Background: an optimization exercise with open tools, aiming at small area, a short achievable clock period and few clock cycles per item. Do not read the settings as production practice. Only simulation tests tie the RTL to the original design; equivalence was not proved.

==> flow/design.v <==
`timescale 1ns / 1ps
package rga_pkg;
  localparam int OPERAND_WIDTH_DEF = 16;
  localparam int RESULT_NUM_W = 32;
  localparam int RESULT_DEN_W = 31;
  typedef logic [1:0] cmd_t;
  localparam cmd_t CMD_ADD = 2'd0;
  localparam cmd_t CMD_SUB = 2'd1;
  localparam cmd_t CMD_MUL = 2'd2;
  localparam cmd_t CMD_DIV = 2'd3;
  localparam logic STATUS_OK       = 1'b0;
  localparam logic STATUS_DIV_ZERO = 1'b1;
endpackage
`timescale 1ns / 1ps
module rational_arith_gcd_reduce_top #(
  parameter int OPERAND_WIDTH = rga_pkg::OPERAND_WIDTH_DEF
) (
  input  logic                                    clk,
  input  logic                                    rst,
  input  logic                                    operands_valid,
  output logic                                    operands_ready,
  input  logic [1:0]                              operands_command,
  input  logic signed [OPERAND_WIDTH-1:0]         operands_left_num,
  input  logic        [OPERAND_WIDTH-2:0]         operands_left_den,
  input  logic signed [OPERAND_WIDTH-1:0]         operands_right_num,
  input  logic        [OPERAND_WIDTH-2:0]         operands_right_den,
  output logic                                    result_valid,
  input  logic                                    result_ready,
  output logic signed [rga_pkg::RESULT_NUM_W-1:0] result_result_num,
  output logic        [rga_pkg::RESULT_DEN_W-1:0] result_result_den,
  output logic                                    result_status
);
  localparam int W  = OPERAND_WIDTH;
  localparam int PW = 2 * W;
  localparam int SW = $clog2(PW + 1);
  localparam int CW = $clog2(PW);
  localparam int XW = (PW > rga_pkg::RESULT_NUM_W) ? PW : rga_pkg::RESULT_NUM_W;
  typedef enum logic [3:0] {
    S_IDLE, S_MUL0, S_MUL1, S_MUL2, S_COMB,
    S_GSHIFT, S_GAEVEN, S_GLOOP, S_DIVN, S_DIVD, S_OUT
  } state_t;
  state_t state;
  rga_pkg::cmd_t         cmd;
  logic [W-1:0] ln;
  logic [W-1:0] rn;
  logic [W-2:0] ld;
  logic [W-2:0] rd;
  logic         ln_neg;
  logic         rn_neg;
  logic [PW-1:0] t1;
  logic [PW-1:0] t2;
  logic [PW-1:0] num_mag;
  logic [PW-1:0] den_mag;
  logic          neg;
  logic [PW-1:0] ga;
  logic [PW-1:0] gb;
  logic [SW-1:0] shift;
  logic [PW-1:0] g;
  logic [PW-1:0] dq;
  logic [PW-1:0] dr;
  logic [CW-1:0] cnt;
  logic signed [rga_pkg::RESULT_NUM_W-1:0] res_num;
  logic        [rga_pkg::RESULT_DEN_W-1:0] res_den;
  logic                           res_status;
  logic         ln_in_neg;
  logic         rn_in_neg;
  logic [W-1:0] ln_in_mag;
  logic [W-1:0] rn_in_mag;
  assign ln_in_neg = operands_left_num[W-1];
  assign rn_in_neg = operands_right_num[W-1];
  assign ln_in_mag = ln_in_neg ? W'(~operands_left_num + 1'b1) : W'(operands_left_num);
  assign rn_in_mag = rn_in_neg ? W'(~operands_right_num + 1'b1) : W'(operands_right_num);
  logic [W-1:0]  ma;
  logic [W-1:0]  mb;
  logic [PW-1:0] prod;
  always_comb begin
    case (state)
      S_MUL0: begin
        ma = ln;
        mb = (cmd == rga_pkg::CMD_MUL) ? rn : {1'b0, rd};
      end
      S_MUL1: begin
        ma = rn;
        mb = {1'b0, ld};
      end
      default: begin
        ma = {1'b0, ld};
        mb = (cmd == rga_pkg::CMD_DIV) ? rn : {1'b0, rd};
      end
    endcase
  end
  assign prod = PW'(ma) * PW'(mb);
  logic [PW-1:0] comb_num;
  logic          comb_neg;
  logic          s2;
  always_comb begin
    s2 = (cmd == rga_pkg::CMD_SUB) ? !rn_neg : rn_neg;
    if (cmd == rga_pkg::CMD_ADD || cmd == rga_pkg::CMD_SUB) begin
      if (ln_neg == s2) begin
        comb_num = t1 + t2;
        comb_neg = ln_neg;
      end else if (t1 >= t2) begin
        comb_num = t1 - t2;
        comb_neg = ln_neg;
      end else begin
        comb_num = t2 - t1;
        comb_neg = s2;
      end
    end else begin
      comb_num = t1;
      comb_neg = ln_neg ^ rn_neg;
    end
  end
  logic          a_gt_b;
  logic [PW-1:0] gdiff;
  assign a_gt_b = ga > gb;
  assign gdiff  = a_gt_b ? (ga - gb) : (gb - ga);
  logic [PW:0]   trial;
  logic          div_bit;
  logic [PW-1:0] dr_next;
  logic [PW-1:0] dq_next;
  assign trial   = {dr, dq[PW-1]};
  assign div_bit = trial >= {1'b0, g};
  assign dr_next = div_bit ? PW'(trial - {1'b0, g}) : trial[PW-1:0];
  assign dq_next = {dq[PW-2:0], div_bit};
  logic [XW-1:0] q_ext;
  logic [XW-1:0] q_signed;
  logic [XW-1:0] d_ext;
  assign q_ext    = XW'(num_mag);
  assign q_signed = neg ? (~q_ext + 1'b1) : q_ext;
  assign d_ext    = XW'(dq_next);
  always_ff @(posedge clk) begin
    if (rst) begin
      state <= S_IDLE;
    end else begin
      unique case (state)
        S_IDLE: begin
          if (operands_valid) begin
            cmd    <= operands_command;
            ln     <= ln_in_mag;
            rn     <= rn_in_mag;
            ln_neg <= ln_in_neg;
            rn_neg <= rn_in_neg;
            ld     <= operands_left_den;
            rd     <= operands_right_den;
            state  <= S_MUL0;
          end
        end
        S_MUL0: begin
          t1    <= prod;
          state <= S_MUL1;
        end
        S_MUL1: begin
          t2    <= prod;
          state <= S_MUL2;
        end
        S_MUL2: begin
          den_mag <= prod;
          state   <= S_COMB;
        end
        S_COMB: begin
          num_mag <= comb_num;
          neg     <= comb_neg;
          ga      <= comb_num;
          gb      <= den_mag;
          shift   <= '0;
          if (den_mag == '0) begin
            res_num    <= '0;
            res_den    <= rga_pkg::RESULT_DEN_W'(1);
            res_status <= rga_pkg::STATUS_DIV_ZERO;
            state      <= S_OUT;
          end else if (comb_num == '0) begin
            res_num    <= '0;
            res_den    <= rga_pkg::RESULT_DEN_W'(1);
            res_status <= rga_pkg::STATUS_OK;
            state      <= S_OUT;
          end else begin
            state <= S_GSHIFT;
          end
        end
        S_GSHIFT: begin
          if (!ga[0] && !gb[0]) begin
            ga    <= ga >> 1;
            gb    <= gb >> 1;
            shift <= shift + 1'b1;
          end else begin
            state <= S_GAEVEN;
          end
        end
        S_GAEVEN: begin
          if (!ga[0]) begin
            ga <= ga >> 1;
          end else begin
            state <= S_GLOOP;
          end
        end
        S_GLOOP: begin
          if (gb == '0) begin
            g     <= ga << shift;
            dq    <= num_mag;
            dr    <= '0;
            cnt   <= '0;
            state <= S_DIVN;
          end else if (!gb[0]) begin
            gb <= gb >> 1;
          end else begin
            if (a_gt_b) begin
              ga <= gb;
            end
            gb <= gdiff;
          end
        end
        S_DIVN: begin
          if (cnt == CW'(PW - 1)) begin
            num_mag <= dq_next;
            dq      <= den_mag;
            dr      <= '0;
            cnt     <= '0;
            state   <= S_DIVD;
          end else begin
            cnt <= cnt + 1'b1;
            dq  <= dq_next;
            dr  <= dr_next;
          end
        end
        S_DIVD: begin
          cnt <= cnt + 1'b1;
          dq  <= dq_next;
          dr  <= dr_next;
          if (cnt == CW'(PW - 1)) begin
            res_num    <= q_signed[rga_pkg::RESULT_NUM_W-1:0];
            res_den    <= d_ext[rga_pkg::RESULT_DEN_W-1:0];
            res_status <= rga_pkg::STATUS_OK;
            state      <= S_OUT;
          end
        end
        S_OUT: begin
          if (result_ready) begin
            state <= S_IDLE;
          end
        end
        default: begin
          state <= S_IDLE;
        end
      endcase
    end
  end
  assign operands_ready    = (state == S_IDLE);
  assign result_valid      = (state == S_OUT);
  assign result_result_num = res_num;
  assign result_result_den = res_den;
  assign result_status     = res_status;
endmodule
==> flow/run.sh <==
#!/bin/bash
# synth_recipe.tcl (not shown) runs the flow's synth.tcl, then flattens the netlist and writes it again
# the make line also repeats each setting of config.mk as NAME=value (left out here)
make -C /OpenROAD-flow-scripts/flow DESIGN_CONFIG=/design/flow/config.mk WORK_HOME=/design/flow/orfs CLKGATE_MAP_FILE= SYNTH_SCRIPT=/design/flow/synth_recipe.tcl finish
==> flow/config.mk <==
export PLATFORM = sky130hd
export DESIGN_NAME = rational_arith_gcd_reduce_top
export DESIGN_NICKNAME = rational_arith_gcd_reduce_top
export VERILOG_FILES = /design/flow/design.v
export SDC_FILE = /design/flow/constraint.sdc
export NUM_CORES = 4
export LEC_CHECK = 0
export CAP_MARGIN = 20
export CORE_MARGIN = 2
export CORE_UTILIZATION = 40
export PLACE_DENSITY = 0.6
export SLEW_MARGIN = 20
==> flow/constraint.sdc <==
create_clock -name core_clock -period 9.0 [get_ports {clk}]
set_input_delay 1.8000 -clock core_clock [delete_from_list [all_inputs] [get_ports {clk}]]
set_output_delay 1.8000 -clock core_clock [all_outputs]
set_load 0.01 [all_outputs]
==> results.json <==
{
  "arrival_ns": 8.80,
  "synthMostInstantiatedCell": "inv_1",
  "synth_top_cell_area_share_pct": 32.9,
  "layout-drive-gt1-share_pct": 6.41,
  "hold_viol": 0,
  "post-route-period-util_pct": 93.3,
  "design.core.area_um2": 97000,
  "cts_tree": "built",
  "grt_max_degree": 70,
  "r2r_slack_ns": 0.60,
  "numCtsBuffers": 51,
  "r2r-end": "t2[31]$_DFFE_PP_",
  "grt_remaining_overflow": 0,
  "h-tree-depth": 2,
  "min_path_cells": 2,
  "synth_top_cell_by_area": "edfxtp_1",
  "r2r-start": "state[2]$_SDFFE_PP0P_",
  "drc": 0,
  "syn_nets": 4785,
  "postCtsSetupRepairBufs": 0,
  "ys_warn_count": 1,
  "maxSlewHeadroom_pct": 21.0,
  "nets": 4851,
  "ios": 134,
  "synth_seq_cells": 434,
  "grt_pass1_wl_um": 194000,
  "antenna_found_initial": 3,
  "hold_class": "register to register",
  "crit_fanout": 18,
  "syn_avg_cell_area_um2": 9.30,
  "critical_path_required_ns": 9.40,
  "cts-root-buf": "clkbuf_16",
  "whs_endpoint": "num_mag[2]$_DFFE_PP_",
  "endpoint_kind": "register",
  "dieArea_um2": 101000,
  "min_period_ns": 8.40,
  "synth_cell_types": 93,
  "synthToLayoutAreaGrowth_pct": 11.9,
  "nFillCells": 9369,
  "async_flop_share_pct": 0,
  "rows": 114,
  "setup_viol": 0,
  "synthCells": 4217,
  "postCtsHoldBufs": 0,
  "cts_sinks": 434,
  "die_y_um": 317,
  "cts_resized": 0,
  "synth_ff_type": "edfxtp_1",
  "reg2regPathDepth": 26,
  "die_w_um": 317,
  "critical_path.startpoint_type": "register",
  "vias": 32200,
  "ys_top_cells_by_area": "edfxtp_1 33%, fa_1 10%, ha_1 9.6%",
  "grt_pass1_vias": 31400,
  "clk_pin_slew_ns": 0.06,
  "netlist_top_cells_count": "503 x inv_1, 430 x edfxtp_1, 405 x nand2_1, 386 x nor2_1",
  "ant_nets": 0,
  "fin_util_pct": 45.2,
  "holdCritStartpoint": "dq[1]$_DFFE_PP_",
  "finalWirelength_um": 126000,
  "fmax_ghz": 0.119,
  "wl_per_cell_um": 22.5,
  "start_util_pct": 40.4,
  "io_buffers": 133,
  "syn-cell-area_um2": 39200,
  "crit_type": "register to register",
  "synth_edf_count": 430,
  "grt_usage_pct": 25.1,
  "routed_via_density": 5.75,
  "fin_skew_ns": 0.0696,
  "slew_violations": 0,
  "hpwl_um": 98900,
  "maxCapViolations": 0,
  "gp_congestion": 0.967,
  "status": "complete, no violations",
  "tightestPinTransition_ns": 1.19,
  "clock_latency_ns": 0.67,
  "cts_max_path_buffers": 3,
  "drt-pass1-iter-count": 6,
  "yosysSeqAreaShare_pct": 33.1,
  "drt_first_iter_violations": 3347
}
-- cell families (layout without fill, tap and decap cells) --
group	count (synthesis)	in the layout	synth area share, %
AO/OA/AOI/OAI	1046	1046	17.8
XOR/XNOR	174	174	3.89
adder cells (fa/ha/maj)	500	500	19.8
buffers and inverters	706	813	6.91
flip-flops	434	434	33.1
multiplexers	133	133	4.16
other	0	2	0
AND/OR/NAND/NOR	1224	1224	14.3
-- metrics by stage --
stage | hold WS [ns] | setup TNS (ns) | area [um^2] | cells | worst slack, ns
3_5_place_dp | 0.585 | 0 | 42100 | 5505 | 0.528
6_report | 0.597 | 0 | 43900 | 5602 | 0.603
4_1_cts | 0.596 | 0 | 43800 | 5599 | 0.447
3_3_place_gp | 0.575 | 0 | 42100 | 5505 | 0.675
2_1_floorplan | 0.525 | 0 | 39200 | 4217 | 0.802
5_1_grt | 0.615 | -0.0122 | 43900 | 5600 | -0.00434
-- area by class of cell --
| class | instances | area (um^2) | area share [%] |
|---|---|---|---|
| Timing Repair Buffer | 215 | 1970 | 4.48 |
| Sequential cell | 434 | 13000 | 29.6 |
| Clock buffer | 62 | 1350 | 3.07 |
| Multi-Input combinational cell | 3077 | 23700 | 53.9 |
| Antenna cell | 2 | 5.00 | 0.0114 |
| Inverter | 504 | 1890 | 4.31 |
| Tap cell | 1276 | 1600 | 3.64 |
| Clock inverter | 32 | 410 | 0.935 |
-- per-layer routing --
metal	GRT usage (%)	up-vias	wire length [um]
met5	0	-	13
met3	4.26	216	9630
met2	40.5	1360	57400
met1	34.4	15600	55000
met4	8.10	2	4100
li1	-	15000	-
-- sequential cells by signal, summed over array words and instances, names as in the netlist, 31 cells and up --
name and cells:
den_mag 32, dq 32, dr 32, g 32
ga 32, gb 32, num_mag 32, res_num 32
t1 32, t2 32, res_den 31
-- worst max-delay path, cell delays in order (launching register included) --
cell,delay (ns)
dfxtp_1,0.49
nor2_1,0.09
and3_2,0.29
or2_2,0.48
o221ai_1,0.81
buf_4,0.30
nand2_1,0.09
fa_1,0.52
inv_1,0.05
fa_1,0.51
fa_1,0.44
fa_1,0.52
fa_1,0.55
inv_1,0.06
fa_1,0.52
inv_1,0.04
ha_1,0.31
nand2_1,0.11
o31a_1,0.34
a211oi_1,0.41
nor2_1,0.08
a21bo_2,0.25
o2111ai_1,0.17
a21oi_1,0.14
o21ai_0,0.18
a21oi_1,0.10
xnor2_1,0.27
-- worst max path at each step --
| stage | start | end | slack (ns) | cells past startpoint |
|---|---|---|---|---|
| detailed placement | state[2]$_SDFFE_PP0P_ | t2[30]$_DFFE_PP_ | 0.53 | 29 |
| global placement | state[2]$_SDFFE_PP0P_ | t1[30]$_DFFE_PP_ | 0.68 | 29 |
| floorplan | cmd[1]$_DFFE_PP_ | den_mag[31]$_DFFE_PP_ | 0.80 | 32 |
| CTS | state[2]$_SDFFE_PP0P_ | t1[30]$_DFFE_PP_ | 0.45 | 29 |
| global route | state[2]$_SDFFE_PP0P_ | t2[30]$_DFFE_PP_ | -0.004 | 29 |
| finish | state[2]$_SDFFE_PP0P_ | t2[31]$_DFFE_PP_ | 0.60 | 26 |
-- cells in the final DEF (no fill, tap or decap), types with 34 or more instances in the layout --
cell type        count
o21bai_1            49
nor2_1             380
inv_1              503
xnor2_1            114
o21ai_0            187
xor2_1              58
mux2i_1             91
nor3_1              56
clkbuf_16           51
nor2b_1             34
clkdlybuf4s50_1    133
a21o_1              92
edfxtp_1           430
a22oi_1             47
nand3_1             58
fa_1               200
a21oi_1            298
a211oi_1            42
nand2_1            405
buf_4               80
ha_1               300
and2_1              75
Testbench counts, summed over its fixed seeds: cycles 225,234, items 2,400.

[what the ideal ports hide]
The results above use ideal ports. As a check the final layout listed here was re-extracted and re-timed, cells and wires unchanged.
Step 1 assumes that a clkbuf_16 drives the clock port and a buf_2 every other input.
Step 2 also shifts input and output timing later by t, the mid clock arrival at the registers, as if the neighbouring blocks saw the same clock.
Slacks: ideal / step 1 / step 2; pairs: ideal / step 1.
t (ns): 0.708
setup slack, ns: 0.603 / 0.603 / 0.603
clock arrival spread, ns: 0.072 / 0.072
cell pins on the clock port's net: 1
After both steps setup and hold are still met in this run. The setup slack of this run moves by 0.000 ns with the drivers and by 0.000 ns with both steps.
